Background: an optimization exercise with open tools, aiming at small area. Do not read the settings as production practice.
Only simulation tests tie the RTL to the original design; equivalence was not proved.
Power and IR drop assume default switching activity. The flow treats the clock pin as an ideal source, which a real chip does not have.

==> design/flow/design.v <==
`timescale 1ns/1ps
`default_nettype none
module scan_top
#(
    parameter int FIFO_DEPTH = 4
)
(
    input  wire                         w_bus_clk,
    input  wire                         w_adc_rst,
    input  wire [3:0]                   sw,
    input  wire [11:0]      adc_data_0,
    input  wire [11:0]      adc_data_1,
    input  wire [11:0]      adc_data_2,
    input  wire                         sample_strobe,
    input  wire                         dma_on,
    input  wire [27:0]  dma_start_address,
    input  wire [27:0]  dma_buf_size,
    input  wire                         sdram_waitrequest,
    output logic [127:0]             sdram_writedata,
    output logic [27:0]       sdram_address,
    output logic                        sdram_write,
    output logic                        fifo_overflow,
    output logic [15:0]         dma_done_cnt
);
    localparam int CH = 3;
    logic [3:0] sw_q;
    logic [1:0] tm [CH];
    always_ff @(posedge w_bus_clk)
    begin
        if (w_adc_rst)
        begin
            sw_q  <= 4'b1100;
            tm[0] <= 2'd0;
            tm[1] <= 2'd0;
            tm[2] <= 2'd0;
        end
        else
        begin
            sw_q <= sw;
            case (sw_q[3:2])
                2'd0:    tm[0] <= sw_q[1:0];
                2'd1:    tm[1] <= sw_q[1:0];
                2'd2:    tm[2] <= sw_q[1:0];
                default: ;
            endcase
        end
    end
    logic [11:0] ramp_cnt;
    logic [2:0]  lane_idx;
    logic        beat_valid;
    logic        last_lane;
    assign last_lane = (lane_idx == 3'd7);
    always_ff @(posedge w_bus_clk)
    begin
        if (w_adc_rst)
        begin
            ramp_cnt   <= '0;
            lane_idx   <= '0;
            beat_valid <= 1'b0;
        end
        else
        begin
            beat_valid <= sample_strobe && last_lane;
            if (sample_strobe)
            begin
                ramp_cnt <= ramp_cnt + 1'b1;
                lane_idx <= lane_idx + 1'b1;
            end
        end
    end
    logic [27:0] start_q;
    logic [27:0] size_q;
    always_ff @(posedge w_bus_clk)
    begin
        start_q <= dma_start_address;
        size_q  <= dma_buf_size;
    end
    logic [1:0]  grant;
    logic [2:0]  gsel;    
    logic [2:0]  req;
    logic        req_g;
    logic [27:0] idx_g;
    logic [28:0] idx_inc;
    logic        wrap;
    logic [27:0] idx_nxt;
    logic [11:0] src      [CH];
    logic [11:0] beat     [CH][7];
    logic [11:0] mem      [CH][4][8];
    logic [1:0]  wr_ptr   [CH];
    logic [1:0]  rd_ptr   [CH];
    logic [2:0]  fill     [CH];
    logic [27:0] ring_idx [CH];
    logic        full     [CH];
    logic        push     [CH];
    logic        pop      [CH];
    logic [1:0]  wr_nxt   [CH];
    logic [2:0]  fill_nxt [CH];
    logic [15:0] done_cnt;
    logic        ovf_any;
    assign src[0] = (tm[0] == 2'd1) ? ramp_cnt : (tm[0] == 2'd2) ? 12'hAAA :
                    (tm[0] == 2'd3) ? 12'h555 : adc_data_0;
    assign src[1] = (tm[1] == 2'd1) ? ramp_cnt : (tm[1] == 2'd2) ? 12'hAAA :
                    (tm[1] == 2'd3) ? 12'h555 : adc_data_1;
    assign src[2] = (tm[2] == 2'd1) ? ramp_cnt : (tm[2] == 2'd2) ? 12'hAAA :
                    (tm[2] == 2'd3) ? 12'h555 : adc_data_2;
    for (genvar c = 0; c < CH; c++)
    begin : g_ch
        assign full[c] = fill[c][2];
        assign req[c]  = (fill[c] != 3'd0);
        assign push[c] = beat_valid && dma_on && !full[c];
        assign pop[c]  = (grant == 2'(c)) && req[c] && !sdram_waitrequest;
        always_comb
        begin
            if (w_adc_rst || !dma_on)
            begin
                wr_nxt[c]   = 2'd0;
                fill_nxt[c] = 3'd0;
            end
            else
            begin
                wr_nxt[c]   = wr_ptr[c] + 2'(push[c]);
                fill_nxt[c] = fill[c] + 3'(push[c]) - 3'(pop[c]);
            end
        end
        always_ff @(posedge w_bus_clk)
        begin
            wr_ptr[c] <= wr_nxt[c];
            fill[c]   <= fill_nxt[c];
            if (w_adc_rst || !dma_on)
                rd_ptr[c]   <= 2'd0;
            else if (pop[c])
                rd_ptr[c]   <= rd_ptr[c] + 1'b1;
            if (w_adc_rst || !dma_on || pop[c])
                ring_idx[c] <= idx_d;
        end
        for (genvar k = 0; k < 7; k++)
        begin : g_lane
            always_ff @(posedge w_bus_clk)
            begin
                if (sample_strobe && lane_idx == 3'(k))
                    beat[c][k] <= src[c];
            end
        end
        for (genvar i = 0; i < 4; i++)
        begin : g_slot
            for (genvar k = 0; k < 7; k++)
            begin : g_lane
                always_ff @(posedge w_bus_clk)
                begin
                    if (push[c] && wr_ptr[c] == 2'(i))
                        mem[c][i][k] <= beat[c][k];
                end
            end
            always_ff @(posedge w_bus_clk)
            begin
                if (sample_strobe && last_lane && !fill_nxt[c][2] && wr_nxt[c] == 2'(i))
                    mem[c][i][7] <= src[c];
            end
        end
    end
    always_comb
    begin
        case (grant)
            2'd1:    req_g = req[1];
            2'd2:    req_g = req[2];
            default: req_g = req[0];
        endcase
        idx_g = ({28{gsel[0]}} & ring_idx[0]) | ({28{gsel[1]}} & ring_idx[1]) |
                ({28{gsel[2]}} & ring_idx[2]);
    end
    assign idx_inc = {1'b0, idx_g} + 29'd1;
    logic [28:0] ge;
    always_comb
    begin
        ge[0] = 1'b1;
        for (int i = 0; i < 28; i++)
            ge[i+1] = (idx_inc[i] & ~size_q[i]) | (idx_inc[i] & ge[i]) | (~size_q[i] & ge[i]);
    end
    assign wrap    = idx_inc[28] || ((size_q != 28'd0) && ge[28]);
    assign idx_nxt = wrap ? 28'd0 : idx_inc[27:0];
    logic [27:0] idx_d;
    assign idx_d = (w_adc_rst || !dma_on) ? 28'd0 : idx_nxt;
    always_ff @(posedge w_bus_clk)
    begin
        if (w_adc_rst)
            done_cnt <= '0;
        else if (dma_on && pop[0] && wrap)
            done_cnt <= done_cnt + 1'b1;
    end
    assign dma_done_cnt = done_cnt;
    always_ff @(posedge w_bus_clk)
    begin
        if (w_adc_rst)
        begin
            ovf_any       <= 1'b0;
            fifo_overflow <= 1'b0;
        end
        else
        begin
            ovf_any <= dma_on && beat_valid && (full[0] || full[1] || full[2]);
            if (ovf_any)
                fifo_overflow <= 1'b1;
        end
    end
    logic [1:0] grant_next;
    always_comb
    begin
        case (grant)
            2'd1:    grant_next = req[2] ? 2'd2 : req[0] ? 2'd0 : 2'd1;
            2'd2:    grant_next = req[0] ? 2'd0 : req[1] ? 2'd1 : 2'd2;
            default: grant_next = req[1] ? 2'd1 : req[2] ? 2'd2 : 2'd0;
        endcase
    end
    always_ff @(posedge w_bus_clk)
    begin
        if (w_adc_rst)
        begin
            grant <= 2'd0;
            gsel  <= 3'b001;
        end
        else if (!req_g || !sdram_waitrequest)
        begin
            grant <= grant_next;
            gsel  <= 3'b001 << grant_next;
        end
    end
    logic [27:0] offset;
    logic [95:0] head;
    always_comb
    begin
        offset = ({28{gsel[1]}} & size_q) | ({28{gsel[2]}} & {size_q[26:0], 1'b0});
    end
    assign sdram_write   = req_g;
    logic [27:0] csa_s, csa_c;
    assign csa_s = start_q ^ offset ^ idx_g;
    assign csa_c = (start_q & offset) | (start_q & idx_g) | (offset & idx_g);
    assign sdram_address = csa_s + {csa_c[26:0], 1'b0};
    always_comb
    begin
        head = '0;
        for (int c = 0; c < CH; c++)
            for (int i = 0; i < 4; i++)
                if (gsel[c] && rd_ptr[c] == 2'(i))
                    for (int k = 0; k < 8; k++)
                        head[k*12 +: 12] = head[k*12 +: 12] | mem[c][i][k];
    end
    for (genvar k = 0; k < 8; k++)
    begin : g_out
        assign sdram_writedata[k*16 +: 16] = {4'h0, head[k*12 +: 12]};
    end
endmodule
`default_nettype wire
==> design/flow/flow/run.sh <==
#!/bin/bash
# Own layout flow: the standard ORFS flow (standard.sh, with the standard
# synthesis unchanged), with two knobs changed after synthesis:
#  - the port buffers are sky130_fd_sc_hd__buf_1 (buffer_ports -buffer_cell)
#    instead of the resizer's default pick;
#  - the clock tree is built without dummy loads (-dont_use_dummy_load).
# Each step's full output goes to a log of its own in this folder; ORFS also
# keeps its per-step logs under orfs/logs.
set -euo pipefail
CTS="-sink_clustering_enable -repair_clock_nets -sink_clustering_size 32"
CTS="$CTS -sink_clustering_max_diameter 100 -buf_list sky130_fd_sc_hd__clkbuf_16"
CTS="$CTS -dont_use_dummy_load"
bash standard.sh synth > synth.log 2>&1
bash standard.sh "BUFFER_PORTS_ARGS=-buffer_cell sky130_fd_sc_hd__buf_1" \
    "CTS_ARGS=$CTS" finish > layout.log 2>&1
==> design/flow/standard.sh <==
#!/bin/bash
# synth_recipe.tcl (not shown) runs the flow's synth.tcl, then flattens the netlist and writes it again
# the make line also repeats each setting of config.mk as NAME=value (left out here)
make -C /OpenROAD-flow-scripts/flow DESIGN_CONFIG=/design/flow/config.mk WORK_HOME=/design/flow/orfs CLKGATE_MAP_FILE= SYNTH_SCRIPT=/design/flow/synth_recipe.tcl "${@:-finish}"
==> design/flow/config.mk <==
export PLATFORM = sky130hd
export DESIGN_NAME = scan_top
export DESIGN_NICKNAME = scan_top
export VERILOG_FILES = /design/flow/design.v
export SDC_FILE = /design/flow/constraint.sdc
export NUM_CORES = 4
export LEC_CHECK = 0
export CAP_MARGIN = 20
export CORE_MARGIN = 2
export CORE_UTILIZATION = 40
export PLACE_DENSITY = 0.8
export SLEW_MARGIN = 20
==> design/flow/constraint.sdc <==
create_clock -name core_clock -period 7.0 [get_ports {w_bus_clk}]
set_input_delay 1.4000 -clock core_clock [delete_from_list [all_inputs] [get_ports {w_bus_clk}]]
set_output_delay 1.4000 -clock core_clock [all_outputs]
set_load 0.01 [all_outputs]
==> results of run 1 <==
==> flip-flops by register name (all words and copies together) (netlist names) <==
name	cells
tm	6
lane_idx	3
ramp_cnt	12
beat_valid	1
gsel	3
rd_ptr	6
mem	1152
ovf_any	1
fill	9
ring_idx	84
beat	252
size_q	28
grant	2
wr_ptr	6
start_q	28
done_cnt	16
sw_q	4
fifo_overflow	1
==> cells by family after synthesis <==
kind of cell | Yosys count
other | 1
muxes | 23
and+or+nand+nor | 560
DFF | 1614
buffers and inverters | 285
adders and majority gates | 91
AOI/OAI and AO/OA | 822
xor gates and xnor gates | 67
==> worst paths after layout <==
check              start                 to  slack (ps)  cells after the start
min reg2reg  beat[19][5]         mem[93][5]         420                      0
min          beat[19][5]         mem[93][5]         420                      0
max reg2reg      gsel[0]    ring_idx[2][13]        1060                     13
max              gsel[0]  sdram_address[27]         230                     16
==> power breakdown <==
group	total [mW]	leakage [nW]	internal (mW)	switching [mW]
registers	10.7	14.6	10.6	0.0816
logic	0.600	5.43	0.174	0.427
clock network	4.10	0.715	1.49	2.61
==> timing repair <==
action | CTS | global route
setup buffers | 0 | 12
gates resized for setup | 0 | 1
endpoints found under the setup margin | 0 | 4
==> area by class of cell <==
type | count | area, um2
Timing Repair Buffer | 333 | 1755
Tap cell | 2016 | 2522
Clock buffer | 58 | 1451
Fill cell | 12650 | 84340
Multi-Input combinational cell | 1595 | 12050
Antenna cell | 4 | 10.01
Inverter | 71 | 266.5
Sequential cell | 1614 | 47210
==> worst reg2reg max path: stages (launching register included) <==
cell and delay, ps:
dfxtp_1 420, buf_4 340, a222oi_1 250, buf_4 180, nor3_2 490, nand4_1 570, nor4_1 470, xnor2_1 260
o221ai_1 220, a211oi_1 390, a2111oi_4 150, o31ai_2 740, nand3_2 700, nor3_1 530
==> through the flow <==
| step | utilization (%) | instance area [um2] |
|---|---|---|
| finish | 43.62 | 65260 |
| global route | 43.62 | 65250 |
| CTS | 43.55 | 65150 |
| detailed placement | 42.58 | 63690 |
| global placement | 42.58 | 63690 |
| floorplan | - | 60330 |
==> cells in the mapped netlist, drive strengths merged, types with 6 or more instances <==
library cell / n
a2111oi: 10
a21o: 8
a21oi: 38
a221oi: 289
a222oi: 28
a22o: 314
a22oi: 8
a31oi: 6
and2: 25
and3: 23
buf: 82
clkbuf: 132
dfxtp: 126
edfxtp: 1488
fa: 31
ha: 59
inv: 71
mux2: 13
mux2i: 10
nand2: 114
nand2b: 11
nand3: 116
nand4: 11
nor2: 153
nor2b: 23
nor3: 30
nor4: 21
o21a: 9
o21ai: 62
or2: 7
or3: 8
xnor2: 49
xor2: 18
==> per-layer routing <==
layer	GRT usage, %	vias to the layer above	wire length, um
li1	-	14290	-
met1	26.55	17340	56540
met2	34.30	2659	77300
met3	4.528	359	21870
met4	8.336	8	7313
met5	0	-	47
==> qor.yml, run 1 <==
ir_drop_v: 0.0002692
syn_inst: 3463
syn_area_um2: 60210
max_stage_delay_ps: 660
area_growth_pct: 8.387
cp_cell_sequence: "buf_4 > a222oi_1 > inv_1 > fa_1 > ha_1 > o21a_1 > o21ai_0 > a221oi_2 > o31a_1 > o31a_1 > o2111ai_1 > a31o_2 > o2111ai_1 > a21oi_1 > xnor2_1 > buf_1"
worst-path-buf-inv: 3
clock-sinks: 1614
rows: 142
gr-total-overflow: 0
grt_max_degree: 85
final_cell_mix: "1488 x edfxtp_1, 314 x a22o_1, 288 x a221oi_1"
grt_pass1_wl_mm: 232.4
synth_area_leaders: "edfxtp_1 74%, a22o_1 4.6%, a221oi_1 4.2%, dfxtp_1 4.2%, ha_1 1.2%"
initial_utilization_pct: 40.25
yosys.area_share.simple_pct: 4.516
hold_viol_final: 0
stdcell_count: 5691
synth_ff_type: "edfxtp_1"
synth-xor-area-share_pct: 0.9746
cts_buffers: 58
cp_slowest_cell: "a222oi_1"
synth_top_family_by_area: "compound AO/OA/AOI/OAI gates"
pin_count: 275
final.setup.tns_ps: 0
ys_ff_latch: 1614
wl_per_cell_um: 28.65
status: "timing/DRC/antenna clean"
fin_hold_ws_ps: 423.2
clk_path_buf_depth: 3
finalSetupViolCount: 0
yosys-mux-area-fraction_pct: 0.4094
synth_compound_area_share_pct: 11.36
num_vias: 34660
hold_class: "reg -> reg"
cap_viol_max_count: 0
drt_wl_total_mm: 163.1
period_share_pct: 96.67
slew_violations: 0
p_total_mw: 15.37
relSlewSlack_pct: 18.57
p_leak_nw: 20.76
ys_async_sr_fraction_pct: 0
ant_nets: 0
crit_required_ps: 5600
cts-root-buf: "clkbuf_16"
cp-start-kind: "register"
drtIter0Drc: 5214
cts_tree: "yes"
die-area_um2: 153600
pre_cts_slack_ps: 918.1
crit_fanout: 29
vias_per_cell: 6.090
yosys.area.top_type: "edfxtp_1"
fmax_mhz: 147.8
h-tree-depth: 2
portBuffers: 242
critical-path-top-delay-family: "compound AO/OA/AOI/OAI gates"
hpwlAfterDp_mm: 93.53
gp_congestion: 0.9208
critPathCaptureType: "primary output"
yosysUniqueCellTypes: 76
fin_nets: 3864
fin_crit_ps: 6767
worst-setup-path-type: "reg -> out"
grt_usage_pct: 20.74
synth_edf_count: 1488
core-area_um2: 149600
worstMarginPinSlew_ps: 1221
layout_setup_ws_ps: 233.4
layout_commonest_cell: "edfxtp_1"
clk_pin_slew_ps: 110
drive_above_1_share_pct: 5.993
ys_warn_count: 14
avgSynthCellArea_um2: 17.39
clock_latency_ps: 750
dpl.cell_count: 5617
pwr_density_cell_nw_per_um2: 235.5
die_width_um: 392.0
skew_ps: 89.50
yosysSeqAreaShare_pct: 78.40
hold_buffers: 0
dieHeight_um: 392.0
worstPathArrival_ps: 5370
antenna_found_initial: 13
yosys.area_share.adder_pct: 2.273
drt_first_pass_iters: 7
grt_pass1_vias: 34500
remaining_drc_errors: 0
synth_top_area_share_pct: 74.21
==> inputs of run 2 (changes only) <==
--- a/design/flow/config.mk
+++ b/design/flow/config.mk
@@ -7,6 +7,6 @@
 export LEC_CHECK = 0
 export CAP_MARGIN = 20
 export CORE_MARGIN = 2
-export CORE_UTILIZATION = 40
+export CORE_UTILIZATION = 50
 export PLACE_DENSITY = 0.8
 export SLEW_MARGIN = 20
==> run 2 against run 1 <==
Effect of this change:
- critical path depth is 1 lower
- global-route usage is 4.7 points higher
- non-clock buffer count is 17 lower
- design area is 0.87% lower
- combinational power is 2% lower
- hold slack worse by 7.4 ps
- utilization is 10 points higher
- sequential power hardly changed
- first-iteration DRC count is 0.19% lower
- clock skew is 41 ps higher
- maximum frequency is 1.0% higher
==> qor.yml, run 2 <==
cp-start-kind: "register"
clock_latency_ps: 740
synth_area_leaders: "edfxtp_1 74%, a22o_1 4.6%, a221oi_1 4.2%, dfxtp_1 4.2%, ha_1 1.2%"
hold_buffers: 0
gr-total-overflow: 0
grt_usage_pct: 25.42
dieHeight_um: 351.0
yosysMostFrequentCell: "edfxtp_1"
ys_ff_latch: 1614
avgSynthCellArea_um2: 17.39
period_share_pct: 95.68
drt_wl_total_mm: 158.2
ir_drop_v: 0.0002700
num_vias: 34510
regMostFlops: "mem"
pwr_density_cell_nw_per_um2: 237.1
initial_utilization_pct: 50.32
cts_tree: "yes"
hold_class: "reg -> reg"
yosysUniqueCellTypes: 76
hpwlAfterDp_mm: 88.26
die-area_um2: 123200
fin_crit_ps: 6698
clock-sinks: 1614
final.setup.tns_ps: 0
fillerInstances: 8932
finalSetupViolCount: 0
relSlewSlack_pct: 17.63
grt_pass1_vias: 33930
wl_per_cell_um: 29.99
stdcell_count: 5276
drt_first_pass_iters: 7
cts_buffers: 57
drtIter0Drc: 5204
status: "timing/DRC/antenna clean"
cap_viol_max_count: 0
fin_nets: 3846
reg2reg_depth: 13
yosysSeqAreaShare_pct: 78.40
h-tree-depth: 2
vias_per_cell: 6.541
rows: 127
core-area_um2: 119700
syn_area_um2: 60210
p_leak_nw: 20.68
rsz0062_at_grt: "no"
ant_nets: 0
cts-root-buf: "clkbuf_16"
synth_ff_type: "edfxtp_1"
largest_reg_flops: 1152
synth_top_area_share_pct: 74.21
worstMarginPinSlew_ps: 1236
fmax_mhz: 149.3
top_regs: "mem: 1152 flops, beat: 252 flops, ring_idx: 84 flops"
area_growth_pct: 7.442
clk_pin_slew_ps: 110
worst-setup-path-type: "reg -> out"
remaining_drc_errors: 0
synth_edf_count: 1488
yosys.area.top_type: "edfxtp_1"
syn_inst: 3463
drive_above_1_share_pct: 5.749
worstPathArrival_ps: 5300
seq_area_um2: 47210
layout_commonest_cell: "edfxtp_1"
final_cell_mix: "1488 x edfxtp_1, 314 x a22o_1, 289 x a221oi_1"
crit_required_ps: 5600
synthTopCellsByCount: "1488 x edfxtp_1, 314 x a22o_1, 289 x a221oi_1"
grt_max_degree: 88
pin_count: 275
crit_fanout: 20
min_path_cells: 0
die_width_um: 351.0
dpl.cell_count: 5203
grt_pass1_wl_mm: 227.3
critPathCaptureType: "primary output"
ys_warn_count: 14
portBuffers: 242
multi_input_area_um2: 12080
hold_viol_final: 0
gp_congestion: 0.8957
skew_ps: 130.4
ys_async_sr_fraction_pct: 0
clk_path_buf_depth: 3
slew_violations: 0
antenna_found_initial: 12
[run 2: critical path: stages, from the launching register on]
cell and delay [ps]:
dfxtp_2 460, a222oi_1 900, inv_1 190, fa_1 510, ha_1 350, o21a_1 130
o21ai_1 210, a221oi_1 140, o31a_1 290, o31a_1 300, o2111ai_1 300, a31o_2 250
o2111ai_1 140, a21oi_1 190, xnor2_1 130, buf_1 170
[run 2: final timing paths]
path	from	to	slack, ps
max reg2reg	gsel[0]	ring_idx[2][17]	1110
max	gsel[1]	sdram_address[27]	300
min reg2reg	beat[3][11]	mem[27][11]	420
min	beat[3][11]	mem[27][11]	420
[run 2: logic make-up (layout without fill, tap and decap cells)]
| kind of cell | count (synthesis) | in the layout | share of synthesized area (%) |
|---|---|---|---|
| DFF | 1614 | 1614 | 78.40 |
| AOI/OAI and AO/OA | 822 | 822 | 11.36 |
| and+or+nand+nor | 560 | 560 | 4.516 |
| buffers and inverters | 285 | 444 | 2.061 |
| adders and majority gates | 91 | 91 | 2.273 |
| xor gates and xnor gates | 67 | 67 | 0.9746 |
| muxes | 23 | 23 | 0.4094 |
| other | 1 | 43 | 0.006228 |
[run 2: layout make-up]
class                   instances  share of cell area [%]
diodes                         11                 0.04255
multi-input cells            1595                   18.67
flip-flops and latches       1614                   72.97
inverters                      71                  0.4120
clock buffers                  57                   2.205
repair buffers                316                   2.574
well taps                    1612                   3.118
[run 2: where the power goes]
| part | switching, mW | leakage [nW] | internal (mW) |
|---|---|---|---|
| registers | 0.0816 | 14.6 | 10.6 |
| logic | 0.418 | 5.36 | 0.169 |
| clock network | 2.61 | 0.702 | 1.47 |
[run 2: what timing repair did]
item | in CTS | in global routing
setup endpoints to repair | 0 | 4
endpoints found under the hold margin | 0 | 0
resized for setup | 0 | 2
buffers inserted | 0 | 5
[run 2: layer usage]
metal  track usage, %  share of wire (%)
met4            7.962                3.4
met2            41.18                 47
met5                0              0.031
met1            34.41                 36
met3            5.764                 14
[run 2: metrics by stage]
step / utilization, % / cell area (um2) / power, mW / worst slack (ps) / hold WS (ps)
final: 54.07 / 64690 / 15.34 / 302.3 / 415.8
after floorplan: - / 60330 / 11.19 / -3960 / 411.4
after detailed placement: 52.80 / 63180 / 11.46 / 904.4 / 442.9
after CTS: 53.99 / 64600 / 15.32 / 163.0 / 433.1
after global placement: 52.80 / 63180 / 11.44 / 958.9 / 433.5
after global routing: 54.04 / 64670 / 15.69 / 12.88 / 433.2
==> inputs of run 3 (changes only) <==
--- a/design/flow/config.mk
+++ b/design/flow/config.mk
@@ -7,6 +7,6 @@
 export LEC_CHECK = 0
 export CAP_MARGIN = 20
 export CORE_MARGIN = 2
-export CORE_UTILIZATION = 50
-export PLACE_DENSITY = 0.8
+export CORE_UTILIZATION = 60
+export PLACE_DENSITY = 0.85
 export SLEW_MARGIN = 20
==> run 3 against run 2 <==
Effect of this change:
- total power hardly changed
- critical endpoint unchanged
- wire length grew 2.0%
- count of clock-buffer cells in the layout stayed put
- setup slack worse by 19 ps
- combinational power rose by 2%
- sequential share of layout area increased by 0.43 points
- design area decreased by 0.59%
- clock power hardly changed
- global-route usage grew 5.6 points
- first-iteration DRC count increased by 14%
- final cell count shrank 5.7%
- utilization grew 10 points
==> qor.yml, run 3 <==
status: "timing/DRC/antenna clean"
hold_buffers: 0
synth_area_leaders: "edfxtp_1 74%, a22o_1 4.6%, a221oi_1 4.2%, dfxtp_1 4.2%, ha_1 1.2%"
drive_above_1_share_pct: 6.025
cts_buffers: 57
h-tree-depth: 2
largest_reg_flops: 1152
grt_max_degree: 97
ys_async_sr_fraction_pct: 0
finalSetupViolCount: 0
yosysUniqueCellTypes: 76
fin_hold_ws_ps: 443.2
combPwrFrac_pct: 3.9
antenna_found_initial: 13
hp-start: "beat[20][9]"
avgSynthCellArea_um2: 17.39
p_int_mw: 12.23
portBuffers: 242
pin_count: 275
die-area_um2: 102900
rows: 116
hold_viol_final: 0
yosys.area.top_type: "edfxtp_1"
final.setup.tns_ps: 0
clock-sinks: 1614
synth_ff_type: "edfxtp_1"
cap_viol_max_count: 0
skew_ps: 133.6
num_vias: 35230
synth_edf_count: 1488
final_cell_mix: "1488 x edfxtp_1, 314 x a22o_1, 288 x a221oi_1"
area_growth_pct: 6.812
worstMarginPinSlew_ps: 1282
yosysMostFrequentCell: "edfxtp_1"
vias_per_cell: 7.079
ir_drop_v: 0.0002610
fin_nets: 3861
crit_fanout: 20
die_width_um: 320.8
grt_pass1_wl_mm: 230.3
synthTopCellsByCount: "1488 x edfxtp_1, 314 x a22o_1, 289 x a221oi_1"
top_regs: "mem: 1152 flops, beat: 252 flops, ring_idx: 84 flops"
period_share_pct: 95.95
worstReg2RegEnd: "ring_idx[2][13]"
p_sw_share_pct: 20.33
max_stage_delay_ps: 610
syn_area_um2: 60210
cts-root-buf: "clkbuf_16"
worst-setup-path-type: "reg -> out"
critical-path-top-delay-family: "compound AO/OA/AOI/OAI gates"
p_leak_nw: 20.73
yosysSeqAreaShare_pct: 78.40
crit_required_ps: 5600
dieHeight_um: 320.8
cp_slowest_cell: "a222oi_1"
p_switching_mw: 3.121
pwr-share-seq_pct: 69.5
synth_top_area_share_pct: 74.21
worst-path-buf-inv: 3
startpoint: "gsel[0]"
min_path_cells: 0
gr-total-overflow: 0
drt_wl_total_mm: 161.4
ys_warn_count: 14
timing.rr.start: "gsel[1]"
slew_violations: 0
pre_cts_slack_ps: 762.4
clock_latency_ps: 760
cts_tree: "yes"
layout_setup_ws_ps: 283.5
reg2reg_slack_ps: 720
reg2reg_depth: 13
grt_pass1_vias: 35070
clockPowerShare_pct: 26.6
fin_crit_ps: 6717
ys_ff_latch: 1614
ant_nets: 0
clk_pin_slew_ps: 120
remaining_drc_errors: 0
core-area_um2: 99860
drt_first_pass_iters: 6
cp_cell_sequence: "buf_4 > a222oi_1 > inv_1 > fa_1 > ha_1 > a21o_1 > a211oi_2 > a221oi_2 > o31a_1 > o31a_1 > o2111ai_1 > a31o_2 > o2111ai_1 > a21oi_1 > xnor2_1 > buf_1"
wl_per_cell_um: 32.44
hpwlAfterDp_mm: 89.05
initial_utilization_pct: 60.30
relSlewSlack_pct: 14.36
worstPathArrival_ps: 5320
syn_inst: 3463
pwr_density_cell_nw_per_um2: 238.7
layout_commonest_cell: "edfxtp_1"
clk_path_buf_depth: 3
grt_usage_pct: 31.01
hold_class: "reg -> reg"
drtIter0Drc: 5925
gp_congestion: 0.8940
fmax_mhz: 148.9
critPathCaptureType: "primary output"
regMostFlops: "mem"
cp-start-kind: "register"
whs_endpoint: "mem[70][9]"
==> run 3: changes by cell type in the layout (fill, tap and decap cells not counted), moves of 2 or more <==
cell | before | now
buf_4 | 58 | 78
o21ai_1 | 6 | 14
o21ai_2 | 14 | 8
buf_12 | 16 | 11
nor2_1 | 148 | 145
nor2_2 | 1 | 4
o21ai_4 | 2 | 0
==> run 3: cells by family after synthesis <==
kind of cell / count (synthesis) / share of synthesized area, %
DFF: 1614 / 78.40
AOI/OAI and AO/OA: 822 / 11.36
and+or+nand+nor: 560 / 4.516
buffers and inverters: 285 / 2.061
adders and majority gates: 91 / 2.273
xor gates and xnor gates: 67 / 0.9746
muxes: 23 / 0.4094
other: 1 / 0.006228
==> run 3: through the flow <==
| stage | util [%] | instance area, um2 | total power [mW] | instances |
|---|---|---|---|---|
| after floorplan | - | 60330 | 11.19 | 3494 |
| after global placement | 62.86 | 62770 | 11.43 | 4899 |
| after detailed placement | 62.86 | 62770 | 11.46 | 4899 |
| after CTS | 64.29 | 64200 | 15.29 | 4956 |
| after global routing | 64.38 | 64290 | 15.65 | 4966 |
| final | 64.40 | 64310 | 15.35 | 4976 |
==> run 3: worst max path at each step <==
stage	to	slack (ps)	depth (start not counted)
after floorplan	mem[72][0]	-3960	2
after global placement	sdram_address[27]	860	16
after detailed placement	ring_idx[2][13]	760	13
after CTS	sdram_address[26]	90	17
after global routing	sdram_address[26]	-20	17
final	sdram_address[27]	280	16
==> run 3: per-layer routing <==
layer / track usage [%] / share of wire, % / vias to the layer above
li1: - / - / 14300
met1: 40.89 / 33 / 17250
met2: 48.63 / 46 / 3114
met3: 7.877 / 15 / 552
met4: 15.23 / 5.5 / 18
met5: 0 / 0.078 / -
==> run 3: cell type report <==
type	instances	area (um2)
Antenna cell	10	25.02
Clock buffer	57	1426
Fill cell	6351	35540
Inverter	71	266.5
Multi-Input combinational cell	1595	12050
Sequential cell	1614	47210
Tap cell	1298	1624
Timing Repair Buffer	331	1715
==> run 3: what timing repair did <==
| item | in CTS | in global routing |
|---|---|---|
| pin swaps | 1 | 6 |
| gates resized for setup | 1 | 3 |
| buffers inserted | 0 | 10 |
| setup endpoints to repair | 1 | 4 |
==> run 3: power by group through the flow <==
stage,clock network [mW],registers (mW),logic (mW)
finish,4.08,10.7,0.599
global route,4.34,10.7,0.631
CTS,4.05,10.7,0.573
detailed placement,0,10.9,0.567
global placement,0,10.9,0.553
floorplan,0,10.9,0.337
==> run 3: worst reg2reg max path, stage by stage, from the launching register on <==
cell       delay [ps]
dfxtp_2           530
buf_4             500
a222oi_1          280
buf_4             220
nor4_4            410
nand4_1           470
nor4_1            540
xnor2_1           280
o221ai_1          230
a211oi_1          420
a2111oi_4         160
o31ai_2           770
nand3_2           750
nor3_1            530

-- afterwards: timing with drivers on the ports --
Ports are ideal in the flow. The routed layouts listed here were re-timed in OpenROAD. Step 1 sets driving cells, clkbuf_16 on the clock port and buf_2 on the other inputs (assumed; they add their load-dependent delay and slew). Step 2 times the ports against the registers' clock, not the clock port: input delays grow and output delays shrink by t, the midpoint of the rising clock arrivals with the driver on. Slacks: ideal / step 1 / step 2; pairs: ideal / step 1.
run | shift t [ns] | setup slack, ns | latest minus earliest clock arrival (ns)
run 1 | 0.772 | 0.233 / 0.155 / 0.927 | 0.106 / 0.106
run 2 | 0.747 | 0.302 / 0.235 / 0.982 | 0.138 / 0.138
run 3 | 0.761 | 0.283 / 0.213 / 0.723 | 0.134 / 0.134
After both steps every run listed still meets setup and hold.
